From an optimization exercise on the open Yosys and OpenROAD flow, aimed at small area, a short achievable clock period and few clock cycles; shortcuts taken in it are not production practice. RTL that was checked went through simulation tests only; none was proved equivalent to the original.

==> v2: inputs <==
Design mat_vec_sequencer, start of the top module:
module mat_vec_sequencer #(
    parameter int FRAC_BITS = 16,
    parameter int DIM_W     = 8
) (
    input  logic             clk,
    input  logic             reset,
    input  logic             start,
    input  logic [DIM_W-1:0] m_dim,
    input  logic [DIM_W-1:0] n_dim,
    input  logic             transpose,
    output logic             mat_read,
    output logic [DIM_W-1:0] mat_m_addr,
    output logic [DIM_W-1:0] mat_n_addr,
    output logic             mat_tr,
    input  logic [31:0]      mat_data,
    output logic [DIM_W-1:0] vec_addr,
    input  logic [31:0]      vec_data,
    output logic             y_valid,
    input  logic             y_ready,
    output logic [DIM_W-1:0] y_addr,
    output logic [31:0]      y_data,
    output logic             busy,
    output logic             done
);
clock: 12.0 ns
lec_check: 0
abc_area: 1
cap_margin: 20
core_margin: 2
core_utilization: 40
slew_margin: 20
tns_end_percent: 0
standard.sh (not shown) runs the stock make flow with config.mk's settings and CLKGATE_MAP_FILE= SYNTH_SCRIPT=/design/flow/synth_recipe.tcl, a recipe that flattens the netlist after the stock synthesis.
==> flow/flow/run.sh <==
#!/bin/bash
# The standard layout (standard.sh) with these changes:
# - Yosys's generic abc pass before full-adder extraction is skipped (-noabc), so extract_fa
#   sees the adder trees as written and does not put inverters between full adders;
# - port buffers are buf_2 rather than the delay buffer buffer_ports picks by itself;
# - clock tree: larger sink clusters and no dummy loads.
# Registers are untouched by all of them.
bash standard.sh SYNTH_ARGS=-noabc SETUP_SLACK_MARGIN=${MARGIN:-8.8} \
  "BUFFER_PORTS_ARGS=-buffer_cell sky130_fd_sc_hd__buf_2" \
  "CTS_ARGS=-sink_clustering_enable -repair_clock_nets -dont_use_dummy_load -sink_clustering_size 24 -sink_clustering_max_diameter 120" \
  finish > standard.log 2>&1
==> v16: changes against v2 <==
--- a/flow/design.v
+++ b/flow/design.v
@@ -21,25 +21,28 @@
     output logic [31:0]      y_data,
     output logic             busy,
     output logic             done
 );
     logic             busy_q, done_q, rd_q, yv_q, ep, rp;
-    logic [DIM_W-1:0] r, c, r_last, c_last, ya;
+    logic [DIM_W-1:0] r, c, r_len, c_len, ya;
     logic             tr;
     logic             v1, f1, l1, e1;    
     logic             vA, fA, lA, eA;    
-    logic             vB, fB, lB, eB;    
+    logic             vB, nfB, lB, eB;   
     wire idle    = !busy_q && !done_q;
     wire go      = idle && start;
     wire nz      = (m_dim != '0) && (n_dim != '0);
-    wire c_end   = (c == c_last);
-    wire r_end   = (r == r_last);
+    wire [DIM_W-1:0] c_inc = c + 1'b1;
+    wire [DIM_W-1:0] r_inc = r + 1'b1;
+    wire [DIM_W-1:0] ya_inc = ya + 1'b1;
+    wire c_end   = (c_inc == c_len);
+    wire r_end   = (r_inc == r_len);
     wire tok     = vB && (eB == ep) && !rp;
     wire blocked = yv_q && !y_ready;
     wire xfer    = yv_q && y_ready;
     wire drop    = tok && blocked;
-    wire fin     = xfer && (ya == r_last);
+    wire fin     = xfer && (ya_inc == r_len);
     always_ff @(posedge clk or posedge reset) begin
         if (reset) begin
             busy_q <= 1'b0;
             done_q <= 1'b0;
             rd_q   <= 1'b0;
@@ -54,57 +57,57 @@
             if (go && nz)  busy_q <= 1'b1;
             else if (fin)  busy_q <= 1'b0;
             rp <= drop;
             if (rp)        rd_q <= 1'b1;
             else if (go)   rd_q <= nz;
-            else if (c_end && r_end) rd_q <= 1'b0;
+            else if (rd_q && c_end && r_end) rd_q <= 1'b0;
             if (rp)        ep <= ~ep;
             v1 <= rd_q;
             vA <= v1;
             vB <= vA;
             if (tok && !blocked) yv_q <= lB;
             else if (xfer)       yv_q <= 1'b0;
         end
     end
     always_ff @(posedge clk) begin
         if (go) begin
-            r_last <= (transpose ? n_dim : m_dim) - 1'b1;
-            c_last <= (transpose ? m_dim : n_dim) - 1'b1;
+            r_len <= transpose ? n_dim : m_dim;
+            c_len <= transpose ? m_dim : n_dim;
             tr     <= transpose;
         end
         if (rp) begin
-            r <= ya + 1'b1;
+            r <= ya_inc;
             c <= '0;
         end else if (go) begin
             r <= '0;
             c <= '0;
         end else if (rd_q) begin
             if (c_end) begin
                 c <= '0;
-                r <= r + 1'b1;
+                r <= r_inc;
             end else begin
-                c <= c + 1'b1;
+                c <= c_inc;
             end
         end
         f1 <= (c == '0);
         l1 <= c_end;
         e1 <= ep;
         fA <= f1;
         lA <= l1;
         eA <= e1;
-        fB <= fA;
+        nfB <= ~fA;
         lB <= lA;
         eB <= eA;
         if (go)        ya <= '0;
-        else if (xfer) ya <= ya + 1'b1;
+        else if (xfer) ya <= ya_inc;
     end
     logic [31:0] an_r, acc;
     logic [15:0] bon, btn, bn;
     logic [32:0] vb;
     assign vb = {vec_data, 1'b0};
     logic [107:0] hb;
-    logic [7:0] lb;
+    logic [15:0] lb;
     logic        ck;
     logic [32:0] aen;
     assign aen = {an_r[31], an_r};
     logic [32:0] pp0;
     logic [32:0] pp1;
@@ -882,13 +885,13 @@
     wire bc742 = (bs733 & bs735) | (bs733 & bs737) | (bs735 & bs737);
     wire bs743 = bc726 ^ bc728 ^ bs739;
     wire bc744 = (bc726 & bc728) | (bc726 & bs739) | (bc728 & bs739);
     wire bs745 = bs741 ^ bc730 ^ bs743;
     wire bc746 = (bs741 & bc730) | (bs741 & bs743) | (bc730 & bs743);
-    logic [12:0] lsum;
-    assign lsum = {1'b0, {bc50, bs47, bs37, bc24, bs21, bs15, bs9, bs5, bc2, pp1[0], pp0[1], pp0[0]}} + {1'b0, {bs59, bs49, bs39, bs31, bs23, bs17, bs11, bs7, bs3, bs1, 1'b0, bn[0]}};
-    wire ck_n = lsum[12];
+    logic [8:0] lsum;
+    assign lsum = {1'b0, {bs21, bs15, bs9, bs5, bc2, pp1[0], pp0[1], pp0[0]}} + {1'b0, {bs23, bs17, bs11, bs7, bs3, bs1, 1'b0, bn[0]}};
+    wire ck_n = lsum[8];
     logic [107:0] hb_n;
     assign hb_n[0] = bs123;
     assign hb_n[1] = bs125;
     assign hb_n[2] = bc110;
     assign hb_n[3] = bc112;
@@ -994,24 +997,32 @@
     assign hb_n[103] = bs717;
     assign hb_n[104] = bc718;
     assign hb_n[105] = bs731;
     assign hb_n[106] = bc732;
     assign hb_n[107] = bs745;
-    logic [7:0] lb_n;
-    assign lb_n[0] = bc60;
-    assign lb_n[1] = bs71;
-    assign lb_n[2] = bs81;
-    assign lb_n[3] = bs83;
-    assign lb_n[4] = bc84;
-    assign lb_n[5] = bs97;
-    assign lb_n[6] = bc98;
-    assign lb_n[7] = bs111;
+    logic [15:0] lb_n;
+    assign lb_n[0] = bc24;
+    assign lb_n[1] = bs31;
+    assign lb_n[2] = bs37;
+    assign lb_n[3] = bs39;
+    assign lb_n[4] = bs47;
+    assign lb_n[5] = bs49;
+    assign lb_n[6] = bc50;
+    assign lb_n[7] = bs59;
+    assign lb_n[8] = bc60;
+    assign lb_n[9] = bs71;
+    assign lb_n[10] = bs81;
+    assign lb_n[11] = bs83;
+    assign lb_n[12] = bc84;
+    assign lb_n[13] = bs97;
+    assign lb_n[14] = bc98;
+    assign lb_n[15] = bs111;
     logic [31:0] acc_in;
-    assign acc_in = fB ? 32'd0 : acc;
-    logic [5:0] csum;
-    assign csum = {1'b0, {lb[6], lb[4], lb[2], lb[0]}, 1'b1} + {1'b0, {lb[7], lb[5], lb[3], lb[1]}, ck};
-    wire c16 = csum[5];
+    assign acc_in = acc & {32{nfB}};
+    logic [9:0] csum;
+    assign csum = {1'b0, {lb[14], lb[12], lb[10], lb[8], lb[6], lb[4], lb[2], lb[0]}, 1'b1} + {1'b0, {lb[15], lb[13], lb[11], lb[9], lb[7], lb[5], lb[3], lb[1]}, ck};
+    wire c16 = csum[9];
     wire ms747 = hb[0] ^ hb[1] ^ hb[2];
     wire mc748 = (hb[0] & hb[1]) | (hb[0] & hb[2]) | (hb[1] & hb[2]);
     wire ms749 = hb[3] ^ acc_in[0] ^ ms747;
     wire mc750 = (hb[3] & acc_in[0]) | (hb[3] & ms747) | (acc_in[0] & ms747);
     wire ms751 = hb[4] ^ hb[5] ^ acc_in[1];
--- a/flow/config.mk
+++ b/flow/config.mk
@@ -8,6 +8,6 @@
 export ABC_AREA = 1
 export CAP_MARGIN = 20
 export CORE_MARGIN = 2
 export CORE_UTILIZATION = 40
 export SLEW_MARGIN = 20
-export TNS_END_PERCENT = 0
+export TNS_END_PERCENT = 1
==> comparison <==
In v2 the via count is smaller than in v16, by 0.60%. Against v16, the global-route usage of v2 is higher by 0.40 points. In v2 the synthesized cell count is lower than in v16, by about 2.2%.
Testbench counts of v16, summed over its fixed seeds: cycles 39,365.
No functional check of the RTL was part of v2.

[separate check: timing with driven ports]
The results above use ideal ports. As a check the final layouts listed here were re-extracted and re-timed, cells and wires unchanged. Step 1 assumes that a clkbuf_16 drives the clock port and a buf_2 every other input. Step 2 moves the port delays by t, midway between the first and last clock arrival at a register: inputs arrive t later, outputs are due t later. That takes back most of the time a late clock gives input paths. a / b / c = no drivers / after step 1 / after step 2; a / b = the first two.
run | t, ns | setup WS [ns] | hold slack, ns | pins driven straight from the clock port
v2 | 0.595 | 8.374 / 8.305 / 7.983 | 0.334 / 0.334 / 0.334 | 1
v16 | 0.589 | 8.415 / 8.350 / 8.023 | 0.319 / 0.319 / 0.319 | 1
After both steps every run listed still meets setup and hold. The setup slack of v16, which loses most, moves by -0.065 ns with the drivers and by -0.392 ns with both steps.
